What follows belongs to an exercise in optimizing a design on an open flow for small area; a production flow would make more cautious choices.
RTL that was checked went through simulation tests only; none was proved equivalent to the original.
Power and IR drop assume default switching activity. The flow treats the clock pin as an ideal source, which a real chip does not have.

==> flow/design.v <==
`timescale 1ns/10ps
`default_nettype none
module axi_mem (
  input  wire        aclk,
  input  wire        arstn,
  input  wire [3:0]  arid,
  input  wire [31:0] araddr,
  input  wire [3:0]  arlen,
  input  wire [2:0]  arsize,
  input  wire        arvalid,
  output wire        arready,
  input  wire [3:0]  awid,
  input  wire [31:0] awaddr,
  input  wire [3:0]  awlen,
  input  wire [2:0]  awsize,
  input  wire        awvalid,
  output wire        awready,
  input  wire [31:0] wdata,
  input  wire [3:0]  wstrb,
  input  wire        wlast,
  input  wire        wvalid,
  output wire        wready,
  output wire [3:0]  rid,
  output wire [31:0] rdata,
  output wire [1:0]  rresp,
  output wire        rlast,
  output wire        rvalid,
  input  wire        rready,
  output wire [3:0]  bid,
  output wire [1:0]  bresp,
  output wire        bvalid,
  input  wire        bready
);
  logic       rd_busy;
  logic [3:0] rd_rem;      
  logic [3:0] rd_id;
  logic [6:0] rd_lo;
  logic [1:0] rd_sz;
  logic       rd_in_hi, rd_wrap_hi;
  logic       rd_err;      
  logic       rd_hold;
  logic [31:0] rd_hold_q;
  wire ar_hs = arvalid && !rd_busy;
  wire r_hs  = rd_busy && rready;
  wire rd_last = rd_rem == 4'd0;
  wire rd_adv  = r_hs && !rd_last;
  wire [7:0] rd_sum   = {1'b0, rd_lo} + (8'd1 << rd_sz);
  wire [6:0] rd_lo_n  = ar_hs ? araddr[6:0] : rd_sum[6:0];
  wire [1:0] rd_sz_n  = ar_hs ? arsize[1:0] : rd_sz;
  wire       rd_ok_sz = arsize <= 3'd2;
  wire       rd_in_n  = ar_hs ? rd_ok_sz && araddr[31:7] == 25'd0 :
                        rd_sum[7] ? rd_wrap_hi : rd_in_hi;
  wire       rd_err_n = !rd_in_n || (rd_sz_n[0] && rd_lo_n == 7'h7f) ||
                        (rd_sz_n[1] && rd_lo_n[6:2] == 5'h1f && rd_lo_n[1:0] != 2'b00);
  always_ff @(posedge aclk or negedge arstn) begin
    if (!arstn) rd_busy <= 1'b0;
    else if (ar_hs) rd_busy <= 1'b1;
    else if (r_hs && rd_last) rd_busy <= 1'b0;
  end
  always_ff @(posedge aclk) begin
    if (ar_hs) begin
      rd_rem     <= arlen;
      rd_id      <= arid;
      rd_sz      <= arsize[1:0];
      rd_wrap_hi <= rd_ok_sz && &araddr[31:7];
    end else if (rd_adv) begin
      rd_rem <= rd_rem - 4'd1;
    end
    if (ar_hs || rd_adv) begin
      rd_lo    <= rd_lo_n;
      rd_in_hi <= rd_in_n;
      rd_err   <= rd_err_n;
    end
  end
  logic       wr_busy;     
  logic       wr_resp;     
  logic [3:0] wr_rem;
  logic [3:0] wr_id;
  logic [6:0] wr_lo;
  logic [1:0] wr_sz;
  logic       wr_in_hi, wr_wrap_hi;
  logic       wr_bad;      
  wire aw_hs = awvalid && !wr_busy && !wr_resp;
  wire w_hs  = wvalid && wr_busy;
  wire b_hs  = wr_resp && bready;
  wire wr_last = wr_rem == 4'd0;
  wire wr_err  = !wr_in_hi || (wr_sz[0] && wr_lo == 7'h7f) ||
                 (wr_sz[1] && wr_lo[6:2] == 5'h1f && wr_lo[1:0] != 2'b00);
  wire [7:0] wr_next = {1'b0, wr_lo} + (8'd1 << wr_sz);
  always_ff @(posedge aclk or negedge arstn) begin
    if (!arstn) begin
      wr_busy <= 1'b0;
      wr_resp <= 1'b0;
    end else begin
      if (aw_hs) wr_busy <= 1'b1;
      else if (w_hs && wr_last) wr_busy <= 1'b0;
      if (w_hs && wr_last) wr_resp <= 1'b1;
      else if (b_hs) wr_resp <= 1'b0;
    end
  end
  always_ff @(posedge aclk) begin
    if (aw_hs) begin
      wr_rem     <= awlen;
      wr_id      <= awid;
      wr_lo      <= awaddr[6:0];
      wr_sz      <= awsize[1:0];
      wr_in_hi   <= awsize <= 3'd2 && awaddr[31:7] == 25'd0;
      wr_wrap_hi <= awsize <= 3'd2 && &awaddr[31:7];
      wr_bad     <= 1'b0;
    end else if (w_hs) begin
      wr_bad <= wr_bad || wr_err || (wlast != wr_last);
      if (!wr_last) begin
        wr_rem <= wr_rem - 4'd1;
        wr_lo  <= wr_next[6:0];
        if (wr_next[7]) wr_in_hi <= wr_wrap_hi;
      end
    end
  end
  logic [3:0] wr_size_mask, wr_lanes;
  always_comb begin
    case (wr_sz)
      2'd0:    wr_size_mask = 4'b0001;
      2'd1:    wr_size_mask = 4'b0011;
      default: wr_size_mask = 4'b1111;
    endcase
  end
  assign wr_lanes = wr_size_mask << wr_lo[1:0];
  wire [3:0] wr_be = {4{w_hs && !wr_err}} & wr_lanes & wstrb;
  logic [31:0] src [33];
  logic [32:0] src_sel;
  logic [31:0] grp_n [11];
  always_ff @(posedge aclk) begin
    rd_hold   <= rd_busy && !rready;
    rd_hold_q <= rdata;
  end
  wire rd_live = !rd_hold && !rd_err;
  assign src[32]     = rd_hold_q;
  assign src_sel[32] = rd_hold;
  for (genvar j = 0; j < 32; j++) begin : g_word
    wire wsel = wr_lo[6:2] == j;
    logic [31:0] word;
    for (genvar i = 0; i < 4; i++) begin : g_lane
      always_ff @(posedge aclk) begin
        if (wsel && wr_be[i]) word[8*i +: 8] <= wdata[8*i +: 8];
      end
    end
    assign src[j]     = word;
    assign src_sel[j] = rd_live && rd_lo[6:2] == j;
  end
  for (genvar g = 0; g < 11; g++) begin : g_grp
    for (genvar b = 0; b < 32; b++) begin : g_bit
      axi_mem_aoi222 u_aoi (
        .s (src_sel[3*g +: 3]),
        .d ({src[3*g+2][b], src[3*g+1][b], src[3*g][b]}),
        .y_n (grp_n[g][b])
      );
    end
  end
  logic [31:0] rd_word;
  always_comb begin
    rd_word = '0;
    for (int g = 0; g < 11; g++) rd_word = rd_word | ~grp_n[g];
  end
  assign arready = !rd_busy;
  assign rvalid  = rd_busy;
  assign rid     = rd_id;
  assign rdata   = rd_word;
  assign rresp   = {rd_err, 1'b0};
  assign rlast   = rd_last;
  assign awready = !wr_busy && !wr_resp;
  assign wready  = wr_busy;
  assign bvalid  = wr_resp;
  assign bid     = wr_id;
  assign bresp   = {wr_bad, 1'b0};
endmodule
module axi_mem_aoi222 (
  input  wire [2:0] s,
  input  wire [2:0] d,
  output wire       y_n
);
  assign y_n = ~|(s & d);
endmodule
`default_nettype wire
clock: 6.0 ns
lec_check: 0
cap_margin: 20
core_margin: 2
core_utilization: 50
place_density: 0.6
slew_margin: 20
synth_hierarchical: 1
standard.sh (not shown) runs the stock make flow with config.mk's settings and CLKGATE_MAP_FILE= SYNTH_SCRIPT=/design/flow/synth_recipe.tcl, a recipe that flattens the netlist after the stock synthesis.
==> flow/flow/run.sh <==
#!/bin/bash
# Standard ORFS layout with buf_1 port buffers and a clock tree of larger
# sink clusters without dummy loads.
set -euo pipefail
export BUFFER_PORTS_ARGS="-buffer_cell sky130_fd_sc_hd__buf_1"
export CTS_ARGS="-sink_clustering_enable -repair_clock_nets -dont_use_dummy_load -sink_clustering_size 28 -sink_clustering_max_diameter 80"
bash standard.sh > standard.log 2>&1
The first run passed the timing, design-rule and antenna checks.
Change:
- CORE_UTILIZATION: 50 -> 60
- GPL_TIMING_DRIVEN: default -> 0
- PLACE_DENSITY: 0.6 -> 0.7
Core utilization increases by 12 points. Global-route usage rose by 3.3 points. Synthesized cell count does not change. Non-clock buffer count went up by 1. Sequential cell count is unchanged. Clock skew hardly moves. Via count goes down by 0.37%.
Change:
--- a/flow/flow/run.sh
+++ b/flow/flow/run.sh
@@ -6 +6 @@
-export CTS_ARGS="-sink_clustering_enable -repair_clock_nets -dont_use_dummy_load -sink_clustering_size 28 -sink_clustering_max_diameter 80"
+export CTS_ARGS="-sink_clustering_enable -repair_clock_nets -dont_use_dummy_load -sink_clustering_size 24 -sink_clustering_max_diameter 80"
- GPL_TIMING_DRIVEN: 0 -> default
Result:
- register-to-register slack is worse by 0.18 ns
- worst setup slack is worse by 0.29 ns
- die area stays the same
- combinational power came out lower by 8.1%
- core utilization came out lower by 1.0 points
- wire length rises by 3.6%
- hold slack is worse by 0.015 ns
- final cell count grows by 0.35%
- sequential share of layout area goes up by 1.2 points
- synthesized cell count is unchanged
Change:
--- a/flow/flow/run.sh
+++ b/flow/flow/run.sh
@@ -6 +6 @@
-export CTS_ARGS="-sink_clustering_enable -repair_clock_nets -dont_use_dummy_load -sink_clustering_size 24 -sink_clustering_max_diameter 80"
+export CTS_ARGS="-sink_clustering_enable -repair_clock_nets -dont_use_dummy_load -sink_clustering_size 28 -sink_clustering_max_diameter 80"
- CORE_UTILIZATION: 60 -> 70
- PLACE_DENSITY: 0.7 -> 0.8
Effect: The new run completed without violations; combinational power falls by about 2%; wire length is about the same; worst hold slack improves by 0.012 ns; utilization rises by 11 points.


Another version of the RTL of axi_mem (not shown whole).
For scale: ~2,400 cells after synthesis, roughly 180 I/O pins, ~41,000 um^2 of cells after synthesis.
export LEC_CHECK = 0
export CAP_MARGIN = 20
export CORE_MARGIN = 2
export CORE_UTILIZATION = 60
export PLACE_DENSITY = 0.7
export SLEW_MARGIN = 20
create_clock -name core_clock -period 6.0 [get_ports {aclk}]
==> flow/flow/run.sh <==
#!/bin/bash
# Standard ORFS layout with buf_1 port buffers and a clock tree of larger
# sink clusters without dummy loads.
set -euo pipefail
export BUFFER_PORTS_ARGS="-buffer_cell sky130_fd_sc_hd__buf_1"
export CTS_ARGS="-sink_clustering_enable -repair_clock_nets -dont_use_dummy_load -sink_clustering_size 32 -sink_clustering_max_diameter 100"
bash standard.sh > standard.log 2>&1
Rerun with:
==> flow/flow/run.sh (replaced) <==
#!/bin/bash
# Standard ORFS layout with smaller port buffers and a clock tree without dummy loads.
set -euo pipefail
export BUFFER_PORTS_ARGS="-buffer_cell sky130_fd_sc_hd__buf_1"
export CTS_ARGS="-sink_clustering_enable -repair_clock_nets -dont_use_dummy_load"
bash standard.sh > standard.log 2>&1
- CORE_UTILIZATION: 60 -> 40
- PLACE_DENSITY: 0.7 -> unset
The changed run went through all stages and came out clean; synthesized cell count stays the same; power increases by 14%; routed wire length increases by 3.7%; synthesized area does not change; cell area increases by 5.6%.
Rerun with:
==> flow/flow/run.sh (replaced) <==
#!/bin/bash
# Standard ORFS layout with buf_1 port buffers and a clock tree of larger
# sink clusters without dummy loads.
set -euo pipefail
export BUFFER_PORTS_ARGS="-buffer_cell sky130_fd_sc_hd__buf_1"
export CTS_ARGS="-sink_clustering_enable -repair_clock_nets -dont_use_dummy_load -sink_clustering_size 32 -sink_clustering_max_diameter 100"
bash standard.sh > standard.log 2>&1
- CORE_UTILIZATION: 40 -> 75
- PLACE_DENSITY: unset -> 0.85
What happened:
- The new run ran to the end with no violations
- setup slack loses 0.15 ns
- clock-buffer cell count is lower by 68
- hold slack loses 0.033 ns
- via count is higher by 3.7%
- final area is lower by 5.7%
- combinational power barely changes
- total power is lower by 13%
- first-iteration DRC count is higher by 31%
- wire length is lower by 7.4%
- die area is lower by 46%
No functional check of the RTL was part of any run of this note.


Setup of trial 1:
axi_mem, a different RTL version from the one above (not shown whole).
Size: about 3300 cells after synthesis, roughly 180 I/O pins, ~37000 sq um of cells after synthesis.
clock: 6.0 ns
lec_check: 0
cap_margin: 20
core_margin: 2
core_utilization: 70
place_density: 0.8
slew_margin: 20
synth_hierarchical: 1
==> flow/flow/run.sh <==
#!/bin/bash
# Standard ORFS layout with buf_1 port buffers and a clock tree of larger
# sink clusters without dummy loads.
set -euo pipefail
export BUFFER_PORTS_ARGS="-buffer_cell sky130_fd_sc_hd__buf_1"
export CTS_ARGS="-sink_clustering_enable -repair_clock_nets -dont_use_dummy_load -sink_clustering_size 28 -sink_clustering_max_diameter 80"
bash standard.sh > standard.log 2>&1
### trial 1 -> build 70
Settings: a change of CORE_UTILIZATION from 70 to 60; a change of PLACE_DENSITY from 0.8 to 0.7.
### Flow results
- Looking at transition time of the tightest slew-check pin, build 70 sits above trial 1.
- Per the comparison of build 70 with trial 1, tap cell count climbed 102; fraction of power consumed by combinational cells dropped 0.3 points; via count of the routed design dropped 995.


Setup of before:
Another version of the RTL of axi_mem (not shown whole).
Size: roughly 180 I/O pins, roughly 0.038 mm^2 of cells after synthesis.
==> flow/design.v (excerpt) <==
module axi_mem (
  input  wire        aclk,
  input  wire        arstn,
  input  wire [3:0]  arid,
  input  wire [31:0] araddr,
  input  wire [3:0]  arlen,
  input  wire [2:0]  arsize,
  input  wire        arvalid,
  output wire        arready,
  input  wire [3:0]  awid,
  input  wire [31:0] awaddr,
  input  wire [3:0]  awlen,
  input  wire [2:0]  awsize,
  input  wire        awvalid,
  output wire        awready,
  input  wire [31:0] wdata,
  input  wire [3:0]  wstrb,
  input  wire        wlast,
  input  wire        wvalid,
  output wire        wready,
  output wire [3:0]  rid,
  output wire [31:0] rdata,
  output wire [1:0]  rresp,
  output wire        rlast,
  output wire        rvalid,
  input  wire        rready,
  output wire [3:0]  bid,
  output wire [1:0]  bresp,
  output wire        bvalid,
  input  wire        bready
);
Settings: LEC_CHECK=0, CAP_MARGIN=20, CORE_MARGIN=2, CORE_UTILIZATION=60, PLACE_DENSITY=0.7, SLEW_MARGIN=20, SYNTH_HIERARCHICAL=1; clock period 6.0 ns.
Scripts as last shown in full above: flow/flow/run.sh
--- input diff before..after ---
# before
export LEC_CHECK = 0
export CAP_MARGIN = 20
export CORE_MARGIN = 2
export CORE_UTILIZATION = 60
export PLACE_DENSITY = 0.7
export SLEW_MARGIN = 20
export SYNTH_HIERARCHICAL = 1
create_clock -name core_clock -period 6.0 [get_ports {aclk}]
# after
export LEC_CHECK = 0
export CAP_MARGIN = 20
export CORE_MARGIN = 2
export CORE_UTILIZATION = 70
export PLACE_DENSITY = 0.8
export SLEW_MARGIN = 20
export SYNTH_HIERARCHICAL = 1
create_clock -name core_clock -period 6.0 [get_ports {aclk}]
[summary]
Diff before -> after | fmax | down by a few percent
Diff before -> after: pin slew with the least headroom to its limit rose by 0.10 ns; number of placed cells counting well taps dropped 151.
Changes observed in after relative to before: clock buffer and inverter area fraction after layout ~0 delta, met3 usage +2.6 points, post-route worst setup slack -0.31 ns, highest cell delay on the worst timing path +0.09 ns.
Summary of after over before: final critical path time including I/O delays and setup up 0.31 ns, largest net degree at the start of global routing down 2.

## separate check: timing with driven ports
How much do the figures lean on ideal ports? The routed layouts below were timed once more, with nothing changed but the port constraints. Step 1: set_driving_cell puts a clkbuf_16 on aclk and a buf_2 on each other input, an assumption about the parent block. Step 2 moves the port delays by t, midway between the first and last clock arrival at a register: inputs arrive t later, outputs are due t later. That takes back most of the time a late clock gives input paths. Three values: ideal, step 1, step 2; two values: the first two.
| run | shift t [ns] | setup WS [ns] | hold WS [ns] | worst slew at a driven data input, ns |
|---|---|---|---|---|
| the first run of note 1 | 0.674 | 0.591 / 0.521 / 1.196 | 0.485 / 0.447 / 0.485 | 0.05 |
| the second run of note 1 | 0.661 | 0.817 / 0.758 / 1.420 | 0.489 / 0.453 / 0.510 | 0.05 |
| the third run of note 1 | 0.691 | 0.527 / 0.462 / 1.153 | 0.475 / 0.433 / 0.527 | 0.04 |
| the fourth run of note 1 | 0.666 | 0.678 / 0.618 / 1.284 | 0.487 / 0.451 / 0.499 | 0.04 |
| the first run of note 2 | 0.686 | 1.574 / 1.506 / 2.192 | 0.369 / 0.324 / 0.487 | 0.04 |
| the second run of note 2 | 0.726 | 1.556 / 1.486 / 2.057 | 0.397 / 0.350 / 0.476 | 0.05 |
| the third run of note 2 | 0.689 | 1.403 / 1.336 / 1.930 | 0.364 / 0.326 / 0.499 | 0.04 |
| trial 1 | 0.676 | 0.891 / 0.826 / 1.502 | 0.385 / 0.342 / 0.449 | 0.05 |
| build 70 | 0.693 | 0.922 / 0.855 / 1.548 | 0.379 / 0.337 / 0.447 | 0.04 |
| before | 0.678 | 0.670 / 0.603 / 1.281 | 0.396 / 0.360 / 0.475 | 0.04 |
| after | 0.687 | 0.359 / 0.290 / 0.977 | 0.400 / 0.352 / 0.487 | 0.04 |
After both steps every run listed still meets setup and hold.
